Background: an optimization exercise with open tools, aiming at small area, a short achievable clock period and few clock cycles. Do not read the settings as production practice.
Function was checked by simulation only, so behaviour that the tests miss may differ from the original.
Power figures rest on the tool's default switching activity, not on a simulated workload.

Design battle_engine, start of the top module:
module battle_engine (
    input  logic                          clk_25MHz,
    input  logic                          rst,
    input  logic                          start,
    input  logic                          frame_valid,
    output logic                          frame_ready,
    input  logic                          spawn_valid,
    output logic                          spawn_ready,
    input  logic                          spawn_enemy,
    input  logic [battle_pkg::type_w-1:0] spawn_type,
    output logic [battle_pkg::hp_w-1:0]   tower_hp_enemy,
    output logic [battle_pkg::hp_w-1:0]   tower_hp_army,
    output logic [battle_pkg::slot_w:0]   enemy_count,
    output logic [battle_pkg::slot_w:0]   army_count,
    output logic [battle_pkg::x_w-1:0]    enemy_front_x,
    output logic [battle_pkg::x_w-1:0]    army_front_x,
    output logic                          game_win,
    output logic                          game_lose
);
Size in the first run: ~9,400 cells after synthesis, ~450 flip-flops, roughly 64 I/O pins.
==> flow/config.mk <==
export PLATFORM = sky130hd
export DESIGN_NAME = battle_engine
export DESIGN_NICKNAME = battle_engine
export VERILOG_FILES = /design/flow/design.v
export SDC_FILE = /design/flow/constraint.sdc
export NUM_CORES = 4
export LEC_CHECK = 0
export ABC_AREA = 1
export CAP_MARGIN = 20
export CORE_MARGIN = 2
export CORE_UTILIZATION = 40
export SETUP_SLACK_MARGIN = 5
export SLEW_MARGIN = 20
==> flow/constraint.sdc <==
create_clock -name core_clock -period 18.0 [get_ports {clk_25MHz}]
set_input_delay 3.6000 -clock core_clock [delete_from_list [all_inputs] [get_ports {clk_25MHz}]]
set_output_delay 3.6000 -clock core_clock [all_outputs]
set_load 0.01 [all_outputs]
standard.sh (not shown) runs the stock make flow with config.mk's settings and CLKGATE_MAP_FILE= SYNTH_SCRIPT=/design/flow/synth_recipe.tcl, a recipe that flattens the netlist after the stock synthesis.
==> flow/flow/run.sh <==
#!/bin/bash
set -euo pipefail
bash standard.sh SETUP_SLACK_MARGIN=8 finish > standard_make.log 2>&1
The starting point passed the timing, DRC and antenna checks.
Testbench counts at the start, summed over its fixed seeds: cycles 24,292.
Then changed:
==> flow/run.sh (new file) <==
#!/bin/bash
# synth_recipe.tcl (not shown) runs the flow's synth.tcl, then flattens the netlist and writes it again
# the make line also repeats each setting of config.mk as NAME=value (left out here)
make -C /OpenROAD-flow-scripts/flow DESIGN_CONFIG=/design/flow/config.mk WORK_HOME=/design/flow/orfs CLKGATE_MAP_FILE= SYNTH_SCRIPT=/design/flow/synth_recipe.tcl finish
removed: flow/flow/run.sh
removed: flow/standard.sh
The new run completed with no timing, DRC or antenna violations; cell area stays flat; register-to-register slack loses 0.37 ns; sequential cell count does not change; first-iteration DRC count rose by 5.1%; routed wire length barely changes; total power hardly moves; sequential power hardly moves.

* * *

Another version of the RTL of battle_engine (not shown whole).
For scale: roughly 64 I/O pins, ~0.049 mm^2 of cells after synthesis.
clock: 18.0 ns
lec_check: 0
abc_area: 1
cap_margin: 20
core_margin: 2
core_utilization: 40
cts_buf_list: sky130_fd_sc_hd__clkbuf_8
cts_cluster_diameter: 60
cts_cluster_size: 16
setup_slack_margin: 5
slew_margin: 20
==> flow/flow/run.sh <==
#!/bin/bash
set -euo pipefail
R=orfs/results/$FLOW_PLATFORM/battle_engine/base
L=orfs/logs/$FLOW_PLATFORM/battle_engine/base
LIB=$FLOW_HOME/platforms/$FLOW_PLATFORM/lib/sky130_fd_sc_hd__tt_025C_1v80.lib
YOSYS=$(command -v yosys || echo "$FLOW_HOME/../tools/install/yosys/bin/yosys")

bash standard.sh synth > standard_synth.log 2>&1

cp $R/1_2_yosys.v $R/1_2_yosys_standard.v
DU=$(grep -o -- "-dont_use [^ ]*" $L/1_2_yosys.log | sort -u | tr '\n' ' ')
KEEP=$(grep -o "sky130_fd_sc_hd__[a-z0-9_]*" $R/1_2_yosys_standard.v | sort -u \
       | grep -E "__(df|edf|sdf|dl|conb)" | tr '\n' ' ')
sed -e "s#@LIB@#$LIB#g" -e "s#@DU@#$DU#" -e "s#@KEEP@#$KEEP#" \
    -e "s#@IN@#$R/1_2_yosys_standard.v#" -e "s#@OUT@#$R/1_2_yosys.v#" \
    flow/remap.ys > remap_run.ys
"$YOSYS" -s remap_run.ys > remap.log 2>&1
rm -f $R/1_synth.odb $R/1_synth.sdc

bash standard.sh SETUP_SLACK_MARGIN=10.6 \
    'BUFFER_PORTS_ARGS=-buffer_cell sky130_fd_sc_hd__buf_2' \
    'PLACE_PINS_ARGS=-group_pins {spawn_enemy spawn_ready}' \
    finish > standard_make.log 2>&1
==> flow/flow/remap.ys <==
# Re-map the combinational logic of the standard synthesis netlist with an
# area-oriented ABC script. Registers (and tie cells) are kept as they are:
# same instances, names and cell types.
read_liberty -ignore_miss_func @LIB@
read_verilog @IN@
hierarchy -top battle_engine
blackbox @KEEP@
flatten
opt_clean -purge
abc -liberty @LIB@ @DU@ -script +strash;dc2;dch;map,-B,0.5;topo;
splitnets
opt_clean -purge
hilomap -singleton -hicell sky130_fd_sc_hd__conb_1 HI -locell sky130_fd_sc_hd__conb_1 LO
insbuf -buf sky130_fd_sc_hd__buf_4 A X
opt_clean -purge
tee -o remap_stat.txt stat -liberty @LIB@
write_verilog -noattr -noexpr -nohex -nodec @OUT@
The baseline finished with timing, DRC and antenna clean.
Testbench counts at the start, summed over its fixed seeds: cycles 24,292.
Then changed:
==> flow/flow/run.sh (replaced) <==
#!/bin/bash
set -euo pipefail
bash standard.sh SETUP_SLACK_MARGIN=9.8 \
    'BUFFER_PORTS_ARGS=-buffer_cell sky130_fd_sc_hd__buf_2' \
    finish > standard_make.log 2>&1
CTS_CLUSTER_DIAMETER = not set   (was 60)
CTS_CLUSTER_SIZE = not set   (was 16)
removed: flow/flow/remap.ys
The changed run finished clean.
Routed wire length is higher by 3.3%.
Combinational power is higher by 64%.
Worst setup slack gets worse by 520 ps.
Non-clock buffer count is higher by 53.
Utilization is lower by 0.22 points.
Then changed:
==> flow/flow/run.sh (replaced) <==
#!/bin/bash
set -euo pipefail
R=orfs/results/$FLOW_PLATFORM/battle_engine/base
L=orfs/logs/$FLOW_PLATFORM/battle_engine/base
LIB=$FLOW_HOME/platforms/$FLOW_PLATFORM/lib/sky130_fd_sc_hd__tt_025C_1v80.lib
YOSYS=$(command -v yosys || echo "$FLOW_HOME/../tools/install/yosys/bin/yosys")

bash standard.sh synth > standard_synth.log 2>&1

cp $R/1_2_yosys.v $R/1_2_yosys_standard.v
DU=$(grep -o -- "-dont_use [^ ]*" $L/1_2_yosys.log | sort -u | tr '\n' ' ')
KEEP=$(grep -o "sky130_fd_sc_hd__[a-z0-9_]*" $R/1_2_yosys_standard.v | sort -u \
       | grep -E "__(df|edf|sdf|dl|conb)" | tr '\n' ' ')
sed -e "s#@LIB@#$LIB#g" -e "s#@DU@#$DU#" -e "s#@KEEP@#$KEEP#" \
    -e "s#@IN@#$R/1_2_yosys_standard.v#" -e "s#@OUT@#$R/1_2_yosys.v#" \
    flow/remap.ys > remap_run.ys
"$YOSYS" -s remap_run.ys > remap.log 2>&1
rm -f $R/1_synth.odb $R/1_synth.sdc

bash standard.sh SETUP_SLACK_MARGIN=10.4 \
    'BUFFER_PORTS_ARGS=-buffer_cell sky130_fd_sc_hd__buf_2' \
    'PLACE_PINS_ARGS=-group_pins {spawn_enemy spawn_ready}' \
    finish > standard_make.log 2>&1
==> flow/flow/remap.ys (new file) <==
# Re-map the combinational logic of the standard synthesis netlist with an
# area-oriented ABC script. Registers (and tie cells) are kept as they are:
# same instances, names and cell types.
read_liberty -ignore_miss_func @LIB@
read_verilog @IN@
hierarchy -top battle_engine
blackbox @KEEP@
flatten
opt_clean -purge
abc -liberty @LIB@ @DU@ -script +strash;dc2;dch;map,-B,0.5;topo;
splitnets
opt_clean -purge
hilomap -singleton -hicell sky130_fd_sc_hd__conb_1 HI -locell sky130_fd_sc_hd__conb_1 LO
insbuf -buf sky130_fd_sc_hd__buf_4 A X
opt_clean -purge
tee -o remap_stat.txt stat -liberty @LIB@
write_verilog -noattr -noexpr -nohex -nodec @OUT@
CTS_BUF_LIST = sky130_fd_sc_hd__clkbuf_16   (was sky130_fd_sc_hd__clkbuf_8)
CTS_CLUSTER_DIAMETER = 100   (was not set)
CTS_CLUSTER_SIZE = 24   (was not set)
=>
- cell count drops by 8.3%
- routed wire length stays flat
- register-to-register slack gets better by 470 ps
- cell area drops by 12%
- first-iteration DRC count drops by 11%
- total power drops by 28%
- fmax climbs by 6.8%
- worst hold slack barely changes
- worst setup slack gets better by 520 ps
- global-route usage climbs by 5.6 points
Then changed:
--- a/flow/flow/run.sh
+++ b/flow/flow/run.sh
@@ -20 +20 @@
-bash standard.sh SETUP_SLACK_MARGIN=10.4 \
+bash standard.sh SETUP_SLACK_MARGIN=9.8 \
CTS_BUF_LIST = sky130_fd_sc_hd__clkbuf_8   (was sky130_fd_sc_hd__clkbuf_16)
CTS_CLUSTER_DIAMETER = not set   (was 100)
CTS_CLUSTER_SIZE = not set   (was 24)
Result: Synthesized cell count does not change. Maximum frequency drops by a few percent. Worst hold slack is worse by 13 ps. Core utilization shrinks by 0.48 points. Flip-flop and latch count is unchanged.
Then changed:
==> flow/flow/run.sh (replaced) <==
#!/bin/bash
set -euo pipefail
bash standard.sh SETUP_SLACK_MARGIN=9.5 finish > standard_make.log 2>&1
CTS_BUF_LIST = not set   (was sky130_fd_sc_hd__clkbuf_8)
removed: flow/flow/remap.ys
=>
- The changed run passed the timing, DRC and antenna checks
- sequential power grows by about 3%
- worst hold slack is better by 17 ps
- non-clock buffer count climbs by 65
- worst setup slack degrades by 100 ps
- routed wire length is higher by 4.9%
- utilization goes up by 0.36 points
- via count increases by 2.6%
- maximum frequency is lower by 1.2%
- die area climbs by 14%
- combinational power grows by 68%
- sequential cell count is unchanged
Then changed:
==> flow/flow/run.sh (replaced) <==
#!/bin/bash
set -euo pipefail
R=orfs/results/$FLOW_PLATFORM/battle_engine/base
L=orfs/logs/$FLOW_PLATFORM/battle_engine/base
LIB=$FLOW_HOME/platforms/$FLOW_PLATFORM/lib/sky130_fd_sc_hd__tt_025C_1v80.lib
YOSYS=$(command -v yosys || echo "$FLOW_HOME/../tools/install/yosys/bin/yosys")

bash standard.sh synth > standard_synth.log 2>&1

cp $R/1_2_yosys.v $R/1_2_yosys_standard.v
DU=$(grep -o -- "-dont_use [^ ]*" $L/1_2_yosys.log | sort -u | tr '\n' ' ')
KEEP=$(grep -o "sky130_fd_sc_hd__[a-z0-9_]*" $R/1_2_yosys_standard.v | sort -u \
       | grep -E "__(df|edf|sdf|dl|conb)" | tr '\n' ' ')
sed -e "s#@LIB@#$LIB#g" -e "s#@DU@#$DU#" -e "s#@KEEP@#$KEEP#" \
    -e "s#@IN@#$R/1_2_yosys_standard.v#" -e "s#@OUT@#$R/1_2_yosys.v#" \
    flow/remap.ys > remap_run.ys
"$YOSYS" -s remap_run.ys > remap.log 2>&1
rm -f $R/1_synth.odb $R/1_synth.sdc

bash standard.sh SETUP_SLACK_MARGIN=10.3 \
    'BUFFER_PORTS_ARGS=-buffer_cell sky130_fd_sc_hd__buf_2' \
    'PLACE_PINS_ARGS=-group_pins {spawn_enemy spawn_ready}' \
    finish > standard_make.log 2>&1
==> flow/flow/remap.ys (new file) <==
# Re-map the combinational logic of the standard synthesis netlist with an
# area-oriented ABC script. Registers (and tie cells) are kept as they are:
# same instances, names and cell types.
read_liberty -ignore_miss_func @LIB@
read_verilog @IN@
hierarchy -top battle_engine
blackbox @KEEP@
flatten
opt_clean -purge
abc -liberty @LIB@ @DU@ -script +strash;dc2;dch;map,-B,0.5;topo;
splitnets
opt_clean -purge
hilomap -singleton -hicell sky130_fd_sc_hd__conb_1 HI -locell sky130_fd_sc_hd__conb_1 LO
insbuf -buf sky130_fd_sc_hd__buf_4 A X
opt_clean -purge
tee -o remap_stat.txt stat -liberty @LIB@
write_verilog -noattr -noexpr -nohex -nodec @OUT@
CTS_BUF_LIST = sky130_fd_sc_hd__clkbuf_8   (was not set)
Effect:
- The changed run ran to the end with no violations
- routed wire length went down by a few percent
- setup slack is better by 620 ps
- design area drops by roughly a tenth
- maximum frequency is higher by a little under a tenth

-- what the ideal ports hide --
The flow's constraints put no driver on any port. The routed layouts listed below were extracted and timed again, unchanged, in two steps.
Step 1, drivers: a clkbuf_16 drives clk_25MHz and a buf_2 each remaining input, both assumed.
Step 2 moves the port delays by t, midway between the first and last clock arrival at a register: inputs arrive t later, outputs are due t later. That takes back most of the time a late clock gives input paths.
Three values: ideal, step 1, step 2; two values: the first two.
| run | shift t [ns] | setup WS [ns] | worst setup path at the end | clock arrival spread, ns | worst register clock-pin slew, ns |
|---|---|---|---|---|---|
| the first run of note 1 | 0.766 | 8.535 / 8.535 / 8.535 | register to register | 0.044 / 0.045 | 0.07 / 0.07 |
| the second run of note 1 | 0.768 | 8.163 / 8.163 / 8.163 | register to register | 0.047 / 0.047 | 0.07 / 0.07 |
| the first run of note 2 | 0.886 | 10.334 / 10.287 / 10.165 | input to register | 0.084 / 0.084 | 0.10 / 0.10 |
| the second run of note 2 | 0.890 | 9.815 / 9.789 / 9.789 | input to output | 0.041 / 0.042 | 0.07 / 0.07 |
| the third run of note 2 | 0.728 | 10.334 / 10.296 / 9.821 | input to register | 0.058 / 0.057 | 0.11 / 0.11 |
| the fourth run of note 2 | 0.897 | 9.803 / 9.803 / 9.803 | register to register | 0.049 / 0.049 | 0.09 / 0.09 |
| the fifth run of note 2 | 0.792 | 9.703 / 9.703 / 9.703 | register to register | 0.031 / 0.031 | 0.07 / 0.07 |
| the sixth run of note 2 | 0.936 | 10.325 / 10.294 / 10.077 | input to register | 0.091 / 0.091 | 0.09 / 0.09 |
After both steps every run listed still meets setup and hold. The setup slack of the third run of note 2, which loses most, moves by -0.038 ns with the drivers and by -0.513 ns with both steps.
